What follows belongs to an exercise in optimizing a design on an open flow for small area; a production flow would make more cautious choices. Only simulation tests tie the RTL to the original design; equivalence was not proved. Power is estimated from default activity; no workload was simulated.

== job 3592 ==
// column_pool_writer
module column_pool_writer #(
    parameter int IMG_ROW = 54,
    parameter int SHIFT   = 4,
    parameter int ADDR_W  = 12
) (
    input  logic                    clk,
    input  logic                    reset,
    input  logic                    frame_start,
    input  logic [ADDR_W-1:0]       base_addr,
    input  logic                    pool_en,
    input  logic [IMG_ROW-1:0]      in_done,
    input  logic [IMG_ROW*16-1:0]   in_value,
    output logic                    wr_en,
    output logic [ADDR_W-1:0]       wr_addr,
    output logic [IMG_ROW*8-1:0]    wr_data,
    output logic                    busy,
    output logic                    overrun
);
    logic [IMG_ROW-1:0]        mask;
    logic [IMG_ROW-1:0][7:0]   acc_n;      
    logic [IMG_ROW-1:0][7:0]   acc_nxt;
    logic                      phase;
    logic                      pool_q;
    logic [ADDR_W-1:0]         addr_cnt;
    logic                      col_done;
    logic                      do_write;
    logic [IMG_ROW*8-1:0]      wr_data_n;
    logic                      no_write;
    function automatic logic fits(input logic [15:0] v);
        fits = (v[15:11] == 5'b11111) || (v[15:11] == 5'b00000);
    endfunction
    function automatic logic [7:0] quantize(input logic [15:0] v);
        quantize = fits(v) ? v[11:4] : {v[15], {7{!v[15]}}};
    endfunction
    function automatic logic qgt(input logic [15:0] v, input logic [7:0] b);
        logic g;
        g = 1'b0;
        for (int k = 0; k < 7; k++)
            g = (v[k+4] & !b[k]) | ((v[k+4] | !b[k]) & g);
        g = (!v[11] & b[7]) | ((!v[11] | b[7]) & g);
        qgt = fits(v) ? g : !v[15];
    endfunction
    assign col_done = &(mask | in_done);
    assign do_write = !frame_start && col_done && !(pool_q && !phase);
    assign busy     = (mask != '0) | phase;
    always_comb begin
        for (int i = 0; i < IMG_ROW; i++) begin
            acc_nxt[i] = ~acc_n[i];
            if (in_done[i] && !mask[i] && (!phase || qgt(in_value[i*16 +: 16], ~acc_n[i])))
                acc_nxt[i] = quantize(in_value[i*16 +: 16]);
        end
    end
    always_ff @(posedge clk) begin
        acc_n <= ~acc_nxt;
    end
    always_ff @(posedge clk or posedge reset) begin
        if (reset) begin
            mask    <= '0;
  ...
export LEC_CHECK = 0
export CAP_MARGIN = 20
export CORE_AREA = 5 5 485 485
export DIE_AREA = 0 0 490 490
export SLEW_MARGIN = 20
create_clock -name core_clock -period 6.0 [get_ports {clk}]
standard.sh (not shown) runs the stock make flow with config.mk's settings and CLKGATE_MAP_FILE= SYNTH_SCRIPT=/design/flow/synth_recipe.tcl, a recipe that flattens the netlist after the stock synthesis.
==> flow/flow/run.sh <==
#!/bin/bash
# Own layout flow: the standard flow (standard.sh) with three changes:
#  - synthesis maps logic with an area-oriented ABC script (flow/area.abc);
#  - the port buffers that global placement inserts are buf_1 cells;
#  - clock tree synthesis uses smaller buffers and no dummy loads.
# Each tool's output is logged under orfs/logs/ (ORFS), plus make's output in
# flow_make.log here.
set -euo pipefail
W=$(pwd)
F=$W/flow
cat "$F/abc_hook.tcl" "$W/synth_recipe.tcl" > "$W/own_synth.tcl"
sed "s#SYNTH_SCRIPT=[^ ]*#SYNTH_SCRIPT=$W/own_synth.tcl#" "$W/standard.sh" > "$W/own_standard.sh"
grep -q "SYNTH_SCRIPT=$W/own_synth.tcl" "$W/own_standard.sh"
export MY_ABC_SCRIPT=$F/area.abc
export CTS_ARGS="-sink_clustering_enable -repair_clock_nets -dont_use_dummy_load -buf_list sky130_fd_sc_hd__clkbuf_8 -sink_clustering_size 20 -sink_clustering_max_diameter 60"
export BUFFER_PORTS_ARGS="-buffer_cell sky130_fd_sc_hd__buf_1"
bash "$W/own_standard.sh" > "$W/flow_make.log" 2>&1
==> flow/flow/abc_hook.tcl <==
proc abc {args} {
  set i [lsearch -exact $args -script]
  if {$i >= 0} { lset args [expr {$i + 1}] $::env(MY_ABC_SCRIPT) }
  yosys abc {*}$args
}
==> flow/flow/area.abc <==
&get -n
&st
&dch -f
&nf -R 1000 -p
&put
Job 3592 reached the final stage; the timing, design-rule and antenna checks on its layout passed.
Input changes introduced in job 4789 (baseline for comparison: job 3592):
# job 3592
export LEC_CHECK = 0
export CAP_MARGIN = 20
export CORE_AREA = 5 5 485 485
export DIE_AREA = 0 0 490 490
export SLEW_MARGIN = 20
create_clock -name core_clock -period 6.0 [get_ports {clk}]
# job 4789
export LEC_CHECK = 0
export CAP_MARGIN = 20
export CORE_AREA = 5 5 795 185
export DIE_AREA = 0 0 800 190
export SLEW_MARGIN = 20
create_clock -name core_clock -period 6.0 [get_ports {clk}]
--- a/flow/flow/run.sh
+++ b/flow/flow/run.sh
@@ -14,3 +14,3 @@
 export MY_ABC_SCRIPT=$F/area.abc
-export CTS_ARGS="-sink_clustering_enable -repair_clock_nets -dont_use_dummy_load -buf_list sky130_fd_sc_hd__clkbuf_8 -sink_clustering_size 20 -sink_clustering_max_diameter 60"
+export CTS_ARGS="-sink_clustering_enable -repair_clock_nets -dont_use_dummy_load -buf_list sky130_fd_sc_hd__clkbuf_16 -sink_clustering_size 24 -sink_clustering_max_diameter 80"
 export BUFFER_PORTS_ARGS="-buffer_cell sky130_fd_sc_hd__buf_1"
==> flow/flow/area.abc <==
&get -n
&st
&synch2
&dch -f
&nf -R 1000 -p
&put
- Against job 3592, power in job 4789 fell by a few percent.
- in_done[46] as the startpoint of the worst setup timing path was reported by job 3592, and in_value[283] by job 4789.
- Job 4789 vs. job 3592: minimum setup slack in the final design now larger, top fanout value on the critical path now smaller.
[inputs] job 6105 vs job 4789
--- a/flow/flow/run.sh
+++ b/flow/flow/run.sh
@@ -14,3 +14,3 @@
 export MY_ABC_SCRIPT=$F/area.abc
-export CTS_ARGS="-sink_clustering_enable -repair_clock_nets -dont_use_dummy_load -buf_list sky130_fd_sc_hd__clkbuf_16 -sink_clustering_size 24 -sink_clustering_max_diameter 80"
+export CTS_ARGS='-sink_clustering_enable -repair_clock_nets -dont_use_dummy_load -buf_list {sky130_fd_sc_hd__clkbuf_4 sky130_fd_sc_hd__clkbuf_8} -sink_clustering_size 10 -sink_clustering_max_diameter 40'
 export BUFFER_PORTS_ARGS="-buffer_cell sky130_fd_sc_hd__buf_1"
--- outcome ---
- In the flow results for job 4789 and job 6105, the required arrival time at the worst endpoint is larger on job 4789.
- Compared job 4789 against job 6105; mean number of vias per cell within noise.
- Of job 4789 and job 6105, the run reporting the lower shortest clock period the worst path allows after layout was job 4789.
- Job 6105 against job 4789; highest attainable clock frequency is down slightly.
- As of job 6105, routed wire length had risen slightly compared to job 4789.
- The cell with the largest stage delay on the worst path comes out sky130_fd_sc_hd__dfstp_4 in one run and sky130_fd_sc_hd__nor4_1 in the other, namely in job 6105 and job 4789 respectively.
- Compared with job 4789, job 6105 instantiates a larger number of standard cells.
- Re cell area after layout: job 4789 and job 6105 aren't equal, and the higher value belongs to job 6105.
- Job 4789 vs job 6105, startpoint-to-endpoint class of the critical path: primary input to flip-flop vs flip-flop to output pin
Input-level comparison between job 6450 and job 6105:
# job 6105
export LEC_CHECK = 0
export CAP_MARGIN = 20
export CORE_AREA = 5 5 795 185
export DIE_AREA = 0 0 800 190
export SLEW_MARGIN = 20
create_clock -name core_clock -period 6.0 [get_ports {clk}]
# job 6450
export LEC_CHECK = 0
export CAP_MARGIN = 20
export CORE_AREA = 5 5 485 485
export DIE_AREA = 0 0 490 490
export SLEW_MARGIN = 20
create_clock -name core_clock -period 6.0 [get_ports {clk}]
--- a/flow/flow/run.sh
+++ b/flow/flow/run.sh
@@ -14,3 +14,3 @@
 export MY_ABC_SCRIPT=$F/area.abc
-export CTS_ARGS='-sink_clustering_enable -repair_clock_nets -dont_use_dummy_load -buf_list {sky130_fd_sc_hd__clkbuf_4 sky130_fd_sc_hd__clkbuf_8} -sink_clustering_size 10 -sink_clustering_max_diameter 40'
+export CTS_ARGS="-sink_clustering_enable -repair_clock_nets -dont_use_dummy_load -buf_list sky130_fd_sc_hd__clkbuf_16 -sink_clustering_size 30 -sink_clustering_max_diameter 100"
 export BUFFER_PORTS_ARGS="-buffer_cell sky130_fd_sc_hd__buf_1"
Results
Compared with job 6105, job 6450 shows total wire length after detailed routing that has gone up by more than 10%. Standard-cell row count | job 6450 above job 6105. Job 6450 vs job 6105, sequential cell fraction of total power went up by 1.8 points. Diff job 6105 -> job 6450 | leakage power total | decrease of about 0.3%. Looking at area overhead of the layout relative to synthesis, job 6450 sits above job 6105. Cmp job 6450 vs job 6105: share of the final layout cell area in sequential cells lower in job 6450. Power in job 6450 is about 2.8% lower than in job 6105. Job 6105 -> job 6450: buffering overhead flat. Job 6450 — part of the total power dissipated in the clock network 2.3 points lower, job 6105 as reference.
Inputs modified between job 6450 and job 2311:
# job 6450
export LEC_CHECK = 0
export CAP_MARGIN = 20
export CORE_AREA = 5 5 485 485
export DIE_AREA = 0 0 490 490
export SLEW_MARGIN = 20
create_clock -name core_clock -period 6.0 [get_ports {clk}]
# job 2311
export LEC_CHECK = 0
export CAP_MARGIN = 20
export CORE_AREA = 5 5 795 185
export DIE_AREA = 0 0 800 190
export SLEW_MARGIN = 20
create_clock -name core_clock -period 6.0 [get_ports {clk}]
--- a/flow/flow/run.sh
+++ b/flow/flow/run.sh
@@ -14,3 +14,3 @@
 export MY_ABC_SCRIPT=$F/area.abc
-export CTS_ARGS="-sink_clustering_enable -repair_clock_nets -dont_use_dummy_load -buf_list sky130_fd_sc_hd__clkbuf_16 -sink_clustering_size 30 -sink_clustering_max_diameter 100"
+export CTS_ARGS="-sink_clustering_enable -repair_clock_nets -dont_use_dummy_load -buf_list sky130_fd_sc_hd__clkbuf_8 -sink_clustering_size 12 -sink_clustering_max_diameter 50"
 export BUFFER_PORTS_ARGS="-buffer_cell sky130_fd_sc_hd__buf_1"
Results
- Delta (job 2311 minus job 6450): buffers plus inverters on the worst setup path level; maximum frequency from static timing analysis moved up; global-route wire length before repair moved down.
- From job 6450 to job 2311 the numbers moved as follows: slew at the pin closest to its max-slew limit rose 180 ps, horizontal extent of the die rose 310 um, worst hold margin fell 4.0 ps, proportion of cell area occupied by registers rose 1.5 points.
- Job 6450 → job 2311: portion of total power attributed to the clock network shows an increase of 0.6 points; total power increased 0.46%.
- | via density per instance | job 2311 vs job 6450 | 17% higher |

## separate check: timing with driven ports
No port has a modelled driver above. Below, the same layouts with a new extraction and two added sets of constraints.
Step 1: set_driving_cell puts a clkbuf_16 on clk and a buf_2 on each other input, an assumption about the parent block.
Step 2 times the ports against the registers' clock, not the clock port: input delays grow and output delays shrink by t, the midpoint of the rising clock arrivals with the driver on.
a / b / c = ideal ports / drivers / drivers and shift; a / b = the first two.
run	shift t [ns]	slack for setup (ns)	hold slack, ns	cell pins on the clock port's net
job 3592	0.905	1.595 / 1.539 / 0.633	0.278 / 0.342 / 0.482	1
job 4789	0.710	1.925 / 1.945 / 1.270	0.494 / 0.494 / 0.494	1
job 6105	0.802	1.884 / 1.807 / 1.231	0.462 / 0.432 / 0.486	1
job 6450	0.760	1.866 / 1.787 / 1.323	0.491 / 0.473 / 0.491	1
job 2311	0.788	1.912 / 1.838 / 1.338	0.487 / 0.450 / 0.488	1
After both steps every run listed still meets setup and hold. The setup slack of job 3592, which loses most, moves by -0.056 ns with the drivers and by -0.962 ns with both steps.
